This design comes from an exercise in tuning for a short achievable clock period and few clock cycles on the open sky130 flow, not from production work. Function was checked by simulation only, so behaviour that the tests miss may differ from the original.

===== design/flow/run.sh =====
#!/bin/bash
# synth_recipe.tcl (not shown) runs the flow's synth.tcl, then flattens the netlist and writes it again
# the make line also repeats each setting of config.mk as NAME=value (left out here)
make -C /OpenROAD-flow-scripts/flow DESIGN_CONFIG=/design/flow/config.mk WORK_HOME=/design/flow/orfs CLKGATE_MAP_FILE= SYNTH_SCRIPT=/design/flow/synth_recipe.tcl finish

===== design/flow/config.mk =====
export PLATFORM = sky130hd
export DESIGN_NAME = cpuTop
export DESIGN_NICKNAME = cpuTop
export VERILOG_FILES = /design/flow/design.v
export SDC_FILE = /design/flow/constraint.sdc
export NUM_CORES = 4
export LEC_CHECK = 0
export CAP_MARGIN = 20
export CORE_MARGIN = 2
export CORE_UTILIZATION = 40
export SLEW_MARGIN = 20

===== design/flow/constraint.sdc =====
create_clock -name core_clock -period 5.0 [get_ports {clk}]
set_input_delay 1.0000 -clock core_clock [delete_from_list [all_inputs] [get_ports {clk}]]
set_output_delay 1.0000 -clock core_clock [all_outputs]
set_load 0.01 [all_outputs]

===== design/flow/design.v =====
`default_nettype none
package cpuPkg;
    localparam int dataWidth = 32;
    localparam int regAddrWidth = 4;
    localparam int immWidth = 14;
    typedef logic [dataWidth-1:0] wordT;
    typedef logic [regAddrWidth-1:0] regAddrT;
    typedef enum logic [1:0] {
        classAluReg  = 2'd0,
        classAluImm  = 2'd1,
        classBranch  = 2'd2,
        classSpecial = 2'd3
    } instrClassT;
    typedef enum logic [3:0] {
        funcAdd  = 4'd0,
        funcSub  = 4'd1,
        funcAnd  = 4'd2,
        funcOr   = 4'd3,
        funcXor  = 4'd4,
        funcNot  = 4'd5,
        funcSll  = 4'd6,
        funcSra  = 4'd7,
        funcSrl  = 4'd8,
        funcLoad = 4'd9
    } aluFuncT;
    typedef enum logic [1:0] {
        condAlways      = 2'd0,
        condNegative    = 2'd1,
        condNonNegative = 2'd2,
        condZero        = 2'd3
    } branchCondT;
    typedef struct packed {
        instrClassT           cls;
        aluFuncT              func;
        regAddrT              rs;
        regAddrT              rt;
        regAddrT              rd;
        logic [immWidth-1:0]  imm;
    } instrT;
    typedef enum logic [1:0] {
        fetch     = 2'd0,
        decode    = 2'd1,
        execute   = 2'd2,
        writeback = 2'd3
    } cpuStateT;
    typedef struct packed {
        cpuStateT state;
        logic     fetchGo;
        logic     useImm;
        logic     regWrite;
        logic     isBranch;
        logic     isOut;
    } ctrlT;
    localparam logic [3:0] outFuncAll = 4'b1111;
endpackage
`default_nettype wire
`default_nettype none
module claAdder #(
    parameter int adderWidth = 32
) (
    input  logic [adderWidth-1:0] a,
    input  logic [adderWidth-1:0] b,
    input  logic                  carryIn,
    output logic [adderWidth-1:0] sum
);
    localparam int groups = adderWidth / 4;
    logic [groups-1:0] groupCarry;
    if (adderWidth % 4 != 0) begin : genWidthCheck
        $error("claAdder: adderWidth %0d is not a multiple of 4", adderWidth);
    end
    assign groupCarry[0] = carryIn;
    for (genvar i = 0; i < groups; i++) begin : genGroup
        logic [3:0] g;
        logic [3:0] p;
        logic [3:0] c;
        assign g = a[4*i +: 4] & b[4*i +: 4];
        assign p = a[4*i +: 4] ^ b[4*i +: 4];
        assign c[0] = groupCarry[i];
        assign c[1] = g[0] | (p[0] & c[0]);
        assign c[2] = g[1] | (p[1] & g[0]) | (p[1] & p[0] & c[0]);
        assign c[3] = g[2] | (p[2] & g[1]) | (p[2] & p[1] & g[0])
                    | (p[2] & p[1] & p[0] & c[0]);
        assign sum[4*i +: 4] = p ^ c;
        if (i + 1 < groups) begin : genChain
            assign groupCarry[i+1] = g[3] | (p[3] & g[2]) | (p[3] & p[2] & g[1])
                                   | (p[3] & p[2] & p[1] & g[0])
                                   | (p[3] & p[2] & p[1] & p[0] & c[0]);
        end
    end
endmodule
`default_nettype wire
`default_nettype none
module alu (
    input  cpuPkg::aluFuncT func,
    input  cpuPkg::wordT    opA,
    input  cpuPkg::wordT    opB,
    output cpuPkg::wordT    result
);
    cpuPkg::wordT addB;
    cpuPkg::wordT addSum;
    logic addCarryIn;
    logic shiftOne;
    assign addB = (func == cpuPkg::funcSub) ? ~opB : opB;
    assign addCarryIn = (func == cpuPkg::funcSub);
    claAdder #(
        .adderWidth(cpuPkg::dataWidth)
    ) adder0 (
        .a(opA),
        .b(addB),
        .carryIn(addCarryIn),
        .sum(addSum)
    );
    assign shiftOne = opB[0];
    always_comb begin
        case (func)
            cpuPkg::funcAdd,
            cpuPkg::funcSub: begin
                result = addSum;
            end
            cpuPkg::funcAnd:  result = opA & opB;
            cpuPkg::funcOr:   result = opA | opB;
            cpuPkg::funcXor:  result = opA ^ opB;
            cpuPkg::funcNot:  result = ~opA;
            cpuPkg::funcSll:  result = opA << shiftOne;
            cpuPkg::funcSra:  result = $signed(opA) >>> shiftOne;
            cpuPkg::funcSrl:  result = opA >> shiftOne;
            cpuPkg::funcLoad: result = opB;
            default:  result = '0;
        endcase
    end
endmodule
`default_nettype wire
`default_nettype none
module regFile (
    input  logic            clk,
    input  logic            reset,
    input  cpuPkg::regAddrT readAddrA,
    input  cpuPkg::regAddrT readAddrB,
    output cpuPkg::wordT    readDataA,
    output cpuPkg::wordT    readDataB,
    input  logic            writeEnable,
    input  cpuPkg::regAddrT writeAddr,
    input  cpuPkg::wordT    writeData
);
    localparam int regCount = 1 << cpuPkg::regAddrWidth;
    cpuPkg::wordT regs [regCount];
    always_ff @(posedge clk) begin
        if (reset) begin
            for (int i = 0; i < regCount; i++) begin
                regs[i] <= '0;
            end
        end else if (writeEnable) begin
            regs[writeAddr] <= writeData;
        end
    end
    assign readDataA = regs[readAddrA];
    assign readDataB = regs[readAddrB];
endmodule
`default_nettype wire
`default_nettype none
module progMem #(
    parameter int progWords = 64
) (
    input  logic                         clk,
    input  logic                         run,
    input  logic                         progWrite,
    input  logic [$clog2(progWords)-1:0] progAddr,
    input  cpuPkg::wordT                 progData,
    input  logic [$clog2(progWords)-1:0] pc,
    output cpuPkg::wordT                 instr
);
    cpuPkg::wordT mem [progWords];
    always_ff @(posedge clk) begin
        if (progWrite) begin
            mem[progAddr] <= progData;
        end
    end
    assign instr = mem[pc];
endmodule
`default_nettype wire
`default_nettype none
module datapath #(
    parameter int progWords = 64
) (
    input  logic                         clk,
    input  logic                         reset,
    input  cpuPkg::ctrlT                 ctrl,
    input  cpuPkg::wordT                 instrWord,
    output logic [$clog2(progWords)-1:0] pc,
    output cpuPkg::instrT                ir,
    output logic                         outValid,
    output cpuPkg::wordT                 outValue
);
    localparam int pcWidth = $clog2(progWords);
    cpuPkg::wordT regA;
    cpuPkg::wordT regB;
    cpuPkg::wordT aluOut;
    cpuPkg::wordT readA;
    cpuPkg::wordT readB;
    cpuPkg::wordT immExt;
    cpuPkg::wordT secondOp;
    cpuPkg::wordT aluResult;
    cpuPkg::aluFuncT aluFunc;
    logic taken;
    logic condMet;
    logic [pcWidth-1:0] pcNext;
    logic [pcWidth-1:0] pcTarget;
    regFile regs0 (
        .clk(clk),
        .reset(reset),
        .readAddrA(ir.rs),
        .readAddrB(ir.rt),
        .readDataA(readA),
        .readDataB(readB),
        .writeEnable(ctrl.regWrite),
        .writeAddr(ir.rd),
        .writeData(aluOut)
    );
    assign immExt = {{(cpuPkg::dataWidth - cpuPkg::immWidth){ir.imm[cpuPkg::immWidth-1]}}, ir.imm};
    assign secondOp = ctrl.useImm ? immExt : regB;
    assign aluFunc = ctrl.isOut ? cpuPkg::funcAdd : ir.func;
    alu alu0 (
        .func(aluFunc),
        .opA(regA),
        .opB(secondOp),
        .result(aluResult)
    );
    always_comb begin
        case (ir.func[1:0])
            cpuPkg::condAlways:      condMet = 1'b1;
            cpuPkg::condNegative:    condMet = regA[cpuPkg::dataWidth-1];
            cpuPkg::condNonNegative: condMet = !regA[cpuPkg::dataWidth-1];
            default:         condMet = (regA == '0);
        endcase
    end
    assign pcNext = pc + pcWidth'(1);
    assign pcTarget = pcNext + immExt[pcWidth-1:0];
    always_ff @(posedge clk) begin
        if (reset) begin
            pc <= '0;
            ir <= '0;
            taken <= 1'b0;
            outValid <= 1'b0;
            outValue <= '0;
        end else begin
            if (ctrl.fetchGo) begin
                ir <= instrWord;
            end
            if (ctrl.state == cpuPkg::execute) begin
                taken <= ctrl.isBranch && condMet;
            end
            if (ctrl.state == cpuPkg::writeback) begin
                pc <= taken ? pcTarget : pcNext;
            end
            outValid <= (ctrl.state == cpuPkg::execute) && ctrl.isOut;
            if ((ctrl.state == cpuPkg::execute) && ctrl.isOut) begin
                outValue <= aluResult;
            end
        end
    end
    always_ff @(posedge clk) begin
        if (ctrl.state == cpuPkg::decode) begin
            regA <= readA;
            regB <= readB;
        end
        if (ctrl.state == cpuPkg::execute) begin
            aluOut <= aluResult;
        end
    end
endmodule
`default_nettype wire
`default_nettype none
module controlFsm (
    input  logic          clk,
    input  logic          reset,
    input  logic          run,
    input  cpuPkg::instrT ir,
    output cpuPkg::ctrlT  ctrl
);
    cpuPkg::cpuStateT state;
    logic isOutWord;
    logic writesRd;
    always_ff @(posedge clk) begin
        if (reset) begin
            state <= cpuPkg::fetch;
        end else begin
            case (state)
                cpuPkg::fetch: begin
                    if (run) begin
                        state <= cpuPkg::decode;
                    end
                end
                cpuPkg::decode:  state <= cpuPkg::execute;
                cpuPkg::execute: state <= cpuPkg::writeback;
                default: state <= cpuPkg::fetch;
            endcase
        end
    end
    assign isOutWord = (ir.cls == cpuPkg::classSpecial) && (ir.func == cpuPkg::outFuncAll);
    assign writesRd = (ir.cls == cpuPkg::classAluReg) || (ir.cls == cpuPkg::classAluImm);
    always_comb begin
        ctrl.state = state;
        ctrl.fetchGo = (state == cpuPkg::fetch) && run;
        ctrl.useImm = (ir.cls == cpuPkg::classAluImm);
        ctrl.regWrite = (state == cpuPkg::writeback) && writesRd;
        ctrl.isBranch = (ir.cls == cpuPkg::classBranch);
        ctrl.isOut = isOutWord;
    end
endmodule
`default_nettype wire
`default_nettype none
module cpuTop #(
    parameter int progWords = 64
) (
    input  logic                         clk,
    input  logic                         reset,
    input  logic                         run,
    input  logic                         progWrite,
    input  logic [$clog2(progWords)-1:0] progAddr,
    input  cpuPkg::wordT                 progData,
    output logic                         outValid,
    output cpuPkg::wordT                 outValue
);
    logic [$clog2(progWords)-1:0] pc;
    cpuPkg::wordT instrWord;
    cpuPkg::instrT ir;
    cpuPkg::ctrlT ctrl;
    progMem #(
        .progWords(progWords)
    ) progMem0 (
        .clk(clk),
        .run(run),
        .progWrite(progWrite),
        .progAddr(progAddr),
        .progData(progData),
        .pc(pc),
        .instr(instrWord)
    );
    datapath #(
        .progWords(progWords)
    ) datapath0 (
        .clk(clk),
        .reset(reset),
        .ctrl(ctrl),
        .instrWord(instrWord),
        .pc(pc),
        .ir(ir),
        .outValid(outValid),
        .outValue(outValue)
    );
    controlFsm controlFsm0 (
        .clk(clk),
        .reset(reset),
        .run(run),
        .ir(ir),
        .ctrl(ctrl)
    );
endmodule
`default_nettype wire

==> results.cfg <==
[status]
status = finished clean

[yosys]
postSynthCellCount = 5641
seq_area_frac_synth = 0.707
synthesis.nets = 5797
synth_compound_area_frac = 0.0190
synthAdderAreaFrac = 0.0129
synthFlopType = edfxtp_1
synthMuxAreaShare = 0.196
yosysWarnings = 5
synth_seq_cells = 2730
syn_avg_cell_area_um2 = 20.4
synth_cell_type_count = 65
synth_edf_count = 2656
synthXorXnorAreaFrac = 0.00465
synth_top_family_by_area = multiplexers
synthesis.area_um2 = 115000
yosys.area_share.simple = 0.0445
async_flop_share = 0

[setup_path]
r2r-end = datapath0.outValue[28]
criticalPathCategory = register to register
reg2reg_slack_ns = 0.28
cp.required_ns = 5.64
end_kind = register
reg2reg_depth = 16
r2r-start = datapath0.ir[31]
worstSetupStartpointType = register
crit_arrival_ns = 5.36
cp_max_fo = 11

[floorplan]
rows = 196
core_um2 = 285000
chipWidth_um = 540
start_util = 0.403
die_h_um = 540
die-area_um2 = 292000
pin_count = 75

[cells_and_area]
final_common_cell = edfxtp_1
fin_area_um2 = 131000
nNetsFinal = 6037
synthToLayoutAreaGrowth_pct = 14.0
final_cell_mix = edfxtp_1, mux4_2, and2_1, clkbuf_16, buf_4
fin_cells = 9867
layout-drive-gt1-share = 0.296

[sta]
clock_skew_ns = 0.0932
rsz0062_at_grt = false
slew_viol_final = 0
fmax_mhz = 212
setup_viol = 0
fin_ws_ns = 0.283
hold_viol = 0
tightest_slew_ns = 1.07
slew_headroom = 0.286
fin_crit_ns = 4.72
tns_ns = 0
fin_crit_sh = 0.943

[clock_network]
ctsResizeCount = 0
cts.sinks = 2730
hold_buffers = 0
cts_tree = built
htree_levels = 5
root_buffer = clkbuf_16
clk_latency_ns = 0.88
cts_buffer_depth = 4
cts_buffers = 295
clk_transition_reported_paths_ns = 0.06
cts_setup_buffers = 0

[min_path]
hold_path.class = primary input to register
hold_end = progMem0.mem[58][9]
hold_depth = 1
hp-start = progData[9]

[place]
dp_cells = 9344
hpwl_mm = 184
place_ws_ns = 0.366
gp_congestion = 0.844
port_buffers = 74
placed_area_um2 = 122000

[power_and_ir_drop]
p_per_area_nw_per_um2 = 457
p_leak_nw = 41.0
ir_worst_vdd_mv = 0.336
finalPower_w = 0.0599

[detailed_routing]
via_per_inst = 5.91
wirelength_mm = 313
wire_per_inst_um = 31.7
drc = 0
drtPass1Iterations = 5
vias = 58343
drtIter0Drc = 6996
detail-route-antenna-nets = 0

[grt]
grt_pass1_vias = 59589
grt_usage = 0.213
grt_max_degree = 66
grt_overflow = 0
grt_pass1_wl_mm = 446
antenna_found_initial = 26

[run]
max-cap-violations = 0
critical path, cell delays in order, from the launching register on:
cell	delay [ns]
dfxtp_1	0.31
nand2b_2	0.34
nor2_2	0.59
a21oi_1	0.16
xnor2_1	0.17
ha_1	0.34
a21oi_1	0.20
o21ai_0	0.20
a221oi_1	0.44
o211ai_2	0.27
a221o_2	0.47
fa_1	0.46
nand2_1	0.07
o211ai_1	0.09
a221o_1	0.29
nand2_1	0.07
a21oi_1	0.05
worst max path at each step:
stage                      from                      to  slack, ns  depth (start not counted)
2_1_floorplan  datapath0.ir[31]    datapath0.aluOut[24]       0.41                         16
3_3_place_gp   datapath0.ir[31]  datapath0.outValue[28]       0.30                         16
3_5_place_dp   datapath0.ir[31]  datapath0.outValue[28]       0.37                         16
4_1_cts        datapath0.ir[31]  datapath0.outValue[28]       0.32                         16
5_1_grt        datapath0.ir[31]  datapath0.outValue[28]       0.02                         16
6_report       datapath0.ir[31]  datapath0.outValue[28]       0.28                         16
final cells by class:
type	count	area, um^2
clock inverter	141	1130
clock buffer	373	7900
multi-input combinational	2446	32500
tap	3762	4710
fill	23722	154000
inverter	82	308
sequential	2730	81300
timing repair buffer	326	3190
antenna	7	17.5
report_power, final:
part / switching, W / total [W] / internal, W
sequential: 0.00146 / 0.0276 / 0.0261
combinational: 0.00659 / 0.0116 / 0.00501
clock: 0.00882 / 0.0207 / 0.0119
cells by family after synthesis:
| group | Yosys count |
|---|---|
| buffers and inverters | 465 |
| multiplexers | 1009 |
| flip-flops | 2730 |
| adder cells (fa/ha/maj) | 114 |
| AND/OR/NAND/NOR | 940 |
| XOR/XNOR | 61 |
| AO/OA/AOI/OAI | 322 |
metrics by stage:
step	hold slack (ns)	util
2_1_floorplan	0.436	-
3_3_place_gp	0.447	0.427
3_5_place_dp	0.448	0.427
4_1_cts	0.281	0.459
5_1_grt	0.303	0.459
6_report	0.336	0.459
Yosys cell counts, drive strengths merged (13+ instances only):
library cell,number,area [um^2]
mux4,992,22300
and2,516,3230
a22oi,28,210
xnor2,47,412
o211ai,14,110
edfxtp,2656,79800
nand2,136,510
xor2,14,123
nor3,24,120
clkbuf,254,953
ha,106,1330
a21oi,110,551
a221oi,15,131
nand3,16,80.1
or2,19,119
buf,129,592
a22o,19,166
o22ai,26,163
mux2i,16,160
inv,82,308
o221ai,13,131
o21ai,34,170
nor2,166,623
dfxtp,74,1480
per-layer routing:
metal  wire (um)  GRT usage  vias up
li1            -          -    23747
met3       21700     0.0295      461
met2      151000      0.343     2405
met4       10400     0.0691       18
met1      129000      0.301    31712
met5         140          0        -
registers in the layout, summed over array words and instances (netlist names):
name and cells:
datapath0.regB 32, controlFsm0.state 2, datapath0.outValue 32, datapath0.aluOut 32, datapath0.outValid 1, datapath0.regA 32, datapath0.ir 32, progMem0.mem 2048
datapath0.taken 1, datapath0.regs0.regs 512, datapath0.pc 6
Testbench counts, summed over its fixed seeds: cycles 43,816.

==> separate check: timing with driven ports <==
How much do the figures lean on ideal ports? The routed layout below was timed once more, with nothing changed but the port constraints.
Step 1 assumes that a clkbuf_16 drives the clock port and a buf_2 every other input.
Step 2 also shifts input and output timing later by t, the mid clock arrival at the registers, as if the neighbouring blocks saw the same clock.
Slacks: ideal ports / drivers / drivers and shift; pairs: ideal ports / drivers.
t (ns): 0.929
setup slack, ns: 0.283 / 0.283 / 0.283
clock arrival spread, ns: 0.099 / 0.099
slew at the worst register clock pin (ns): 0.06 / 0.06
After both steps this run still meets setup and hold. The setup slack of this run moves by 0.000 ns with the drivers and by 0.000 ns with both steps.
